Source: an optimization exercise on an open RTL-to-GDS flow (aim: small area and a short achievable clock period). Production flows keep margins and buffers that such runs may drop. In this exercise RTL edits were held to simulation tests only and were not proved equivalent to the original. Power and IR drop assume default switching activity.

==> inputs of 09-07 <==
==> flow/design.v <==
package cpuPkg;
    localparam int XLEN       = 32;
    localparam int REG_ADDR_W = 5;
    localparam int IMEM_DEPTH  = 64;
    localparam int IMEM_ADDR_W = $clog2(IMEM_DEPTH);
    localparam int DMEM_DEPTH  = 64;
    localparam int DMEM_ADDR_W = $clog2(DMEM_DEPTH);
    localparam logic [6:0] OP_RTYPE  = 7'b0110011;
    localparam logic [6:0] OP_ITYPE  = 7'b0010011;
    localparam logic [6:0] OP_LOAD   = 7'b0000011;
    localparam logic [6:0] OP_STORE  = 7'b0100011;
    localparam logic [6:0] OP_BRANCH = 7'b1100011;
endpackage
module alu (
    input  logic        a31,
    input  logic [31:0] shIn,
    input  logic [31:0] p,
    input  logic [31:0] g,
    input  logic        cin,
    input  logic        b31,
    input  logic [4:0]  shamt,
    input  logic [6:0]  sel,
    output logic [31:0] result
);
    logic [31:0] sum;
    logic        lessThan;
    logic [31:0] shOut;
    logic [31:0] shl;
    always_comb begin
        logic [31:0] gg, pp;
        gg = g;
        pp = p;
        for (int l = 0; l < 5; l++) begin
            for (int i = 0; i < 32; i++) begin
                if ((i >> l) % 2 == 1) begin
                    gg[i] = gg[i] | (pp[i] & gg[((i >> l) << l) - 1]);
                    pp[i] = pp[i] & pp[((i >> l) << l) - 1];
                end
            end
        end
        sum[0] = p[0] ^ cin;
        for (int i = 1; i < 32; i++) begin
            sum[i] = p[i] ^ (gg[i-1] | (pp[i-1] & cin));
        end
    end
    assign lessThan = (a31 ^ b31) ? a31 : sum[31];
    always_comb begin
        for (int i = 0; i < 32; i++) begin
            shl[i] = shOut[31 - i];
        end
    end
    assign shOut = shIn >> shamt;
    assign result = ({32{sel[0]}} & sum)
                  | ({32{sel[1]}} & shl)
                  | ({32{sel[2]}} & {31'd0, lessThan})
                  | ({32{sel[3]}} & p)
                  | ({32{sel[4]}} & shOut)
                  | ({32{sel[5]}} & (p | g))
                  | ({32{sel[6]}} & g);
endmodule
module decoder (
    input  logic [31:0] inst,
    input  logic [7:0]  pc,       
    input  logic [31:0] a,        
    input  logic [31:0] b,        
    output logic [31:0] p,        
    output logic [31:0] g,        
    output logic        cin,
    output logic        b31,
    output logic [31:0] shIn,     
    output logic [4:0]  shamt,
    output logic [6:0]  sel,      
    output logic        isLoad,
    output logic        taken,    
    output logic [63:0] dSel,     
    output logic [5:0]  seqA,     
    output logic [5:0]  brA       
);
    logic        isOp, isOpImm, isStore, isBranch, sub;
    logic [2:0]  f3;
    logic [31:0] immI;
    logic [31:0] bo;
    logic [31:0] bx;
    logic [7:0]  immLs;
    logic [7:0]  immB;
    logic [7:0]  brSum;
    assign isOp     = inst[6:0] == cpuPkg::OP_RTYPE;
    assign isOpImm  = inst[6:0] == cpuPkg::OP_ITYPE;
    assign isLoad   = inst[6:0] == cpuPkg::OP_LOAD;
    assign isStore  = inst[6:0] == cpuPkg::OP_STORE;
    assign isBranch = inst[6:0] == cpuPkg::OP_BRANCH;
    assign f3       = inst[14:12];
    assign immI     = {{20{inst[31]}}, inst[31:20]};
    assign sub      = (isOp & inst[30] & (f3 == 3'b000)) | (f3 == 3'b010);
    assign bo       = isOpImm ? immI : b;
    assign bx       = sub ? ~bo : bo;
    assign p     = a ^ bx;
    assign g     = a & bx;
    assign cin   = sub;
    assign b31   = bo[31];
    assign shamt = bo[4:0];
    always_comb begin
        for (int i = 0; i < 32; i++) begin
            shIn[i] = (f3 == 3'b001) ? a[31 - i] : a[i];
        end
    end
    assign sel   = {7{isOp | isOpImm}} &
                   {f3 == 3'b111, f3 == 3'b110, f3 == 3'b101, f3 == 3'b100,
                    f3 == 3'b010, f3 == 3'b001, f3 == 3'b000 || f3 == 3'b011};
    assign taken = isBranch & (f3[2:1] == 2'b00) & ((a == b) ^ f3[0]);
    assign immLs = isStore ? {inst[27:25], inst[11:7]} : inst[27:20];
    assign immB  = {inst[27:25], inst[11:8], 1'b0};
    addr8 dAddr_add (
        .a   (a[7:0]),
        .b   (immLs),
        .sel (dSel)
    );
    assign brSum = pc + immB;
    assign brA   = brSum[7:2];
    assign seqA  = pc[7:2] + 6'd1;
endmodule
module addr8 (
    input  logic [7:0]  a,
    input  logic [7:0]  b,
    output logic [63:0] sel
);
    logic [7:0] sum;
    assign sum = a + b;
    always_comb begin
        for (int i = 0; i < 64; i++) begin
            sel[i] = sum[7:2] == 6'(i);
        end
    end
endmodule
module regFile (
    input  logic [31:1][31:0] regs,
    input  logic [4:0]        rd,
    input  logic [31:0]       wd,
    input  logic              we,
    input  logic              hit,
    input  logic [4:0]        rs1M,
    input  logic [4:0]        rs2M,
    input  logic [4:0]        rs1W,
    input  logic [4:0]        rs2W,
    output logic [31:0]       rd1,
    output logic [31:0]       rd2
);
    logic [4:0]  rs1, rs2;
    logic [31:1] s1, s2;
    assign rs1 = hit ? rs1W : rs1M;
    assign rs2 = hit ? rs2W : rs2M;
    logic [31:0] r1, r2;
    always_comb begin
        for (int i = 1; i < 32; i++) begin
            s1[i] = hit ? (rs1W == 5'(i)) : (rs1M == 5'(i));
            s2[i] = hit ? (rs2W == 5'(i)) : (rs2M == 5'(i));
        end
        r1 = '0;
        r2 = '0;
        for (int i = 1; i < 32; i++) begin
            r1 = r1 | (regs[i] & {32{s1[i]}});
            r2 = r2 | (regs[i] & {32{s2[i]}});
        end
    end
    assign rd1 = (we && rd == rs1 && rs1 != '0) ? wd : r1;
    assign rd2 = (we && rd == rs2 && rs2 != '0) ? wd : r2;
endmodule
module dataMem (
    input  logic [63:0][31:0] mem,
    input  logic [63:0]       addr,
    input  logic              isLoad,
    output logic [31:0]       rdata
);
    always_comb begin
        rdata = '0;
        for (int i = 0; i < 64; i++) begin
            rdata = rdata | (mem[i] & {32{isLoad & addr[i]}});
        end
    end
endmodule
module instMem (
    input  logic [63:0][31:0] mem,
    input  logic              we,
    input  logic [5:0]        waddr,
    input  logic [31:0]       wdata,
    input  logic [5:0]        raddrA,   
    input  logic [5:0]        raddrB,   
    input  logic              selB,
    output logic [31:0]       rdata,    
    output logic [31:0]       rmem,     
    output logic              hit       
);
    logic [63:0] sel;
    logic [31:0] rd;
    always_comb begin
        for (int i = 0; i < 64; i++) begin
            sel[i] = selB ? (raddrB == 6'(i)) : (raddrA == 6'(i));
        end
        rd = '0;
        for (int i = 0; i < 64; i++) begin
            rd = rd | (mem[i] & {32{sel[i]}});
        end
    end
    assign hit    = we & (selB ? (waddr == raddrB) : (waddr == raddrA));
    assign rdata  = hit ? wdata : rd;
    assign rmem   = rd;
endmodule
module singleCpu (
    input  logic                          CLK,
    input  logic                          rst,
    input  logic                          imemWe,
    input  logic [cpuPkg::IMEM_ADDR_W-1:0] imemAddr,
    input  logic [cpuPkg::XLEN-1:0]        imemWdata,
    output logic [cpuPkg::XLEN-1:0]        pc,
    output logic [cpuPkg::XLEN-1:0]        inst,
    output logic                          wbEn,
    output logic [cpuPkg::REG_ADDR_W-1:0]  wbReg,
    output logic [cpuPkg::XLEN-1:0]        wbData
);
    logic [63:0][31:0] imem;
    logic [63:0][31:0] dmem;
    logic [31:1][31:0] regs;
    logic [31:1] pcR;       
    logic [31:0] instR;     
    logic        a31R;      
    logic [31:0] shInR;     
    logic [31:0] bR;        
    logic [31:0] pR;        
    logic [31:0] gR;        
    logic        cinR;      
    logic        b31R;      
    logic [4:0]  shamtR;    
    logic [6:0]  selR;      
    logic        loadR;     
    logic        takenR;    
    logic [63:0] dSelR;     
    logic [5:0]  seqAR;     
    logic [5:0]  brAR;      
    logic        isOp, isOpImm, isLoad, isStore, isBranch;
    logic [4:0]  rd;
    logic [2:0]  funct3;
    logic [31:0] immB;
    logic [31:0] aluOut;
    logic [31:0] dmOut;
    logic        wbOn;      
    logic        takeBranch;
    logic [31:0] pcSeq;
    logic [31:0] pcBr;
    logic [31:0] pcNext;    
    logic [31:0] instNx;    
    logic [31:0] instM;     
    logic        imHit;     
    logic [31:0] inst0;     
    logic [31:0] aNx;
    logic [31:0] bNx;
    assign pc   = {pcR, 1'b0};
    assign inst = instR;
    for (genvar i = 0; i < 64; i++) begin : g_imem
        always_ff @(posedge CLK) begin
            if (imemWe && imemAddr == 6'(i)) begin
                imem[i] <= imemWdata;
            end
        end
    end
    assign isOp     = instR[6:0] == cpuPkg::OP_RTYPE;
    assign isOpImm  = instR[6:0] == cpuPkg::OP_ITYPE;
    assign isLoad   = instR[6:0] == cpuPkg::OP_LOAD;
    assign isStore  = instR[6:0] == cpuPkg::OP_STORE;
    assign isBranch = instR[6:0] == cpuPkg::OP_BRANCH;
    assign rd       = instR[11:7];
    assign funct3   = instR[14:12];
    assign immB     = {{19{instR[31]}}, instR[31], instR[7], instR[30:25], instR[11:8], 1'b0};
    alu alu_inst (
        .a31    (a31R),
        .shIn   (shInR),
        .p      (pR),
        .g      (gR),
        .cin    (cinR),
        .b31    (b31R),
        .shamt  (shamtR),
        .sel    (selR),
        .result (aluOut)
    );
    dataMem dataMem_inst (
        .mem    (dmem),
        .addr   (dSelR),
        .isLoad (loadR),
        .rdata  (dmOut)
    );
    assign wbData = aluOut | dmOut;
    for (genvar i = 0; i < 64; i++) begin : g_dmem
        always_ff @(posedge CLK) begin
            if (isStore && !rst && dSelR[i]) begin
                dmem[i] <= bR;
            end
        end
    end
    assign wbOn  = (isOp | isOpImm | isLoad) & (rd != '0);
    assign wbEn  = wbOn & ~rst;
    assign wbReg = rd;
    logic [31:0] wdm;
    assign wdm = wbData & {32{~rst}};
    for (genvar i = 1; i < 32; i++) begin : g_regs
        always_ff @(posedge CLK) begin
            if (rst || (wbOn && rd == 5'(i))) begin
                regs[i] <= wdm;
            end
        end
    end
    assign takeBranch = takenR;
    assign pcSeq      = pc + 32'd4;
    assign pcBr       = pc + immB;
    assign pcNext     = takeBranch ? pcBr : pcSeq;
    always_ff @(posedge CLK) begin
        if (rst) begin
            pcR <= '0;
        end else begin
            pcR <= pcNext[31:1];
        end
    end
    instMem instMem_inst (
        .mem    (imem),
        .we     (imemWe),
        .waddr  (imemAddr),
        .wdata  (imemWdata),
        .raddrA (seqAR),
        .raddrB (brAR),
        .selB   (takeBranch),
        .rdata  (instNx),
        .rmem   (instM),
        .hit    (imHit)
    );
    assign inst0 = (imemWe && imemAddr == 6'd0) ? imemWdata : imem[0];
    regFile regFile_inst (
        .regs (regs),
        .rd   (rd),
        .wd   (wbData),
        .we   (wbOn),
        .hit  (imHit),
        .rs1M (instM[19:15]),
        .rs2M (instM[24:20]),
        .rs1W (imemWdata[19:15]),
        .rs2W (imemWdata[24:20]),
        .rd1  (aNx),
        .rd2  (bNx)
    );
    logic [31:0] instD;
    logic [31:0] pcD;
    logic [31:0] aD, bD;
    logic [31:0] pD, gD, shInD;
    logic        cinD, b31D, loadD, takenD;
    logic [4:0]  shamtD;
    logic [6:0]  selD;
    logic [63:0] dSelD;
    logic [5:0]  seqAD;
    logic [5:0]  brAD;
    assign instD = rst ? inst0 : instNx;
    assign pcD   = rst ? '0 : pcNext;
    assign aD    = rst ? '0 : aNx;       
    assign bD    = rst ? '0 : bNx;
    decoder decoder_inst (
        .inst   (instD),
        .pc     (pcD[7:0]),
        .a      (aD),
        .b      (bD),
        .p      (pD),
        .g      (gD),
        .cin    (cinD),
        .b31    (b31D),
        .shIn   (shInD),
        .shamt  (shamtD),
        .sel    (selD),
        .isLoad (loadD),
        .taken  (takenD),
        .dSel   (dSelD),
        .seqA   (seqAD),
        .brA    (brAD)
    );
    always_ff @(posedge CLK) begin
        instR  <= instD;
        a31R   <= aD[31];
        shInR  <= shInD;
        bR     <= bD;
        pR     <= pD;
        gR     <= gD;
        cinR   <= cinD;
        b31R   <= b31D;
        shamtR <= shamtD;
        selR   <= selD;
        loadR  <= loadD;
        takenR <= takenD;
        dSelR  <= dSelD;
        seqAR  <= seqAD;
        brAR   <= brAD;
    end
endmodule
==> flow/flow/run.sh <==
#!/bin/bash
# Standard ORFS layout (standard synthesis, unchanged SDC), with timing
# repair aimed well below the clock period, plain buffers on the ports and
# global routing that leaves more room on met1/met2.
set -euo pipefail
bash standard.sh \
  SETUP_SLACK_MARGIN=9.8 \
  "BUFFER_PORTS_ARGS=-buffer_cell sky130_fd_sc_hd__buf_4" \
  FASTROUTE_TCL="$PWD/flow/fastroute.tcl" \
  finish > flow_standard.log 2>&1
==> flow/flow/fastroute.tcl <==
# Global routing: keep more of met1/met2 free for pin access and local
# wiring, so more of the long routes go to met3/met4.
set_global_routing_layer_adjustment met1 0.6
set_global_routing_layer_adjustment met2 0.35
set_global_routing_layer_adjustment met3-$::env(MAX_ROUTING_LAYER) 0.2

set_routing_layers -clock $::env(MIN_CLK_ROUTING_LAYER)-$::env(MAX_ROUTING_LAYER)
set_routing_layers -signal $::env(MIN_ROUTING_LAYER)-$::env(MAX_ROUTING_LAYER)
==> flow/standard.sh <==
#!/bin/bash
# synth_recipe.tcl (not shown) runs the flow's synth.tcl, then flattens the netlist and writes it again
# the make line also repeats each setting of config.mk as NAME=value (left out here)
make -C /OpenROAD-flow-scripts/flow DESIGN_CONFIG=/design/flow/config.mk WORK_HOME=/design/flow/orfs CLKGATE_MAP_FILE= SYNTH_SCRIPT=/design/flow/synth_recipe.tcl "${@:-finish}"
==> flow/config.mk <==
export PLATFORM = sky130hd
export DESIGN_NAME = singleCpu
export DESIGN_NICKNAME = singleCpu
export VERILOG_FILES = /design/flow/design.v
export SDC_FILE = /design/flow/constraint.sdc
export NUM_CORES = 4
export LEC_CHECK = 0
export CAP_MARGIN = 20
export CELL_PAD_IN_SITES_DETAIL_PLACEMENT = 1
export CELL_PAD_IN_SITES_GLOBAL_PLACEMENT = 2
export CORE_MARGIN = 2
export CORE_UTILIZATION = 25
export CTS_CLUSTER_DIAMETER = 80
export CTS_CLUSTER_SIZE = 20
export PLACE_DENSITY = 0.4
export SLEW_MARGIN = 20
export SYNTH_HIERARCHICAL = 1
==> flow/constraint.sdc <==
create_clock -name core_clock -period 18.0 [get_ports {CLK}]
set_input_delay 3.6000 -clock core_clock [delete_from_list [all_inputs] [get_ports {CLK}]]
set_output_delay 3.6000 -clock core_clock [all_outputs]
set_load 0.01 [all_outputs]
==> inputs of 10-05, as changes to 09-07 <==
--- a/flow/flow/run.sh
+++ b/flow/flow/run.sh
@@ -6,3 +6,3 @@
 bash standard.sh \
-  SETUP_SLACK_MARGIN=9.8 \
+  SETUP_SLACK_MARGIN=10.3 \
   "BUFFER_PORTS_ARGS=-buffer_cell sky130_fd_sc_hd__buf_4" \
- CORE_UTILIZATION: 25 -> 30
- CTS_CLUSTER_DIAMETER: 80 -> 90
- CTS_CLUSTER_SIZE: 20 -> 26
- PLACE_DENSITY: 0.4 -> 0.45
==> PnR_summary.wiki <==
{| class="wikitable"
! Metric !! Value
|-
| Number of fill cells || 70440
|-
| Register-to-register path setup slack || 10.14 ns
|-
| Switching component of the power || 0.009769 W
|-
| Wire length on met1 || around 380 mm
|-
| Cell Count Post-Placement || 22420
|-
| Clock transition time at the flip-flop clock pins of the worst setup and hold paths || about 0.10 ns
|-
| Result of the run || timing/DRC/antenna clean
|-
| Non-Filler Instances || 23620
|-
| Slowest cell on the critical path || or4bb_4
|}
That was 10-05.
==> PnR_summary.wiki <==
{| class="wikitable"
! Metric !! Value
|-
| Wire length on met1 || 397.2 mm
|-
| Number of fill cells || 87150
|-
| Switching component of the power || 0.01030 W
|-
| Worst slack, placed || 6.210 ns
|-
| Clock transition time at the flip-flop clock pins of the worst setup and hold paths || 0.08 ns
|-
| Result of the run || timing/DRC/antenna clean
|-
| Non-Filler Instances || 25530
|-
| Via/cell ratio || ~5.5
|-
| Register-to-register path setup slack || 9.81 ns
|}
That was 09-07.

[afterwards: timing with drivers on the ports]
The flow's constraints put no driver on any port. The routed layouts listed below were extracted and timed again, unchanged, in two steps.
Step 1: set_driving_cell puts a clkbuf_16 on CLK and a buf_2 on each other input, an assumption about the parent block.
Step 2 adds t to the input delays and takes it off the output delays; t is the mean of the earliest and latest rising clock arrival at the registers after step 1. Input paths then give back, and output paths get back, about the clock's delay inside the block.
Slacks: ideal ports / drivers / drivers and shift; pairs: ideal ports / drivers.
run | shift t [ns] | slack for setup (ns) | worst setup path after step 2 | clock arrival spread, ns | worst register clock-pin slew, ns
09-07 | 1.255 | 9.811 / 9.716 / 8.742 | input to register | 0.135 / 0.134 | 0.09 / 0.09
10-05 | 1.208 | 10.136 / 9.808 / 8.907 | input to register | 0.155 / 0.155 | 0.12 / 0.12
After both steps every run listed still meets setup and hold. For 10-05, which loses most, drivers alone change the setup slack by -0.328 ns; drivers and shift together by -1.229 ns.
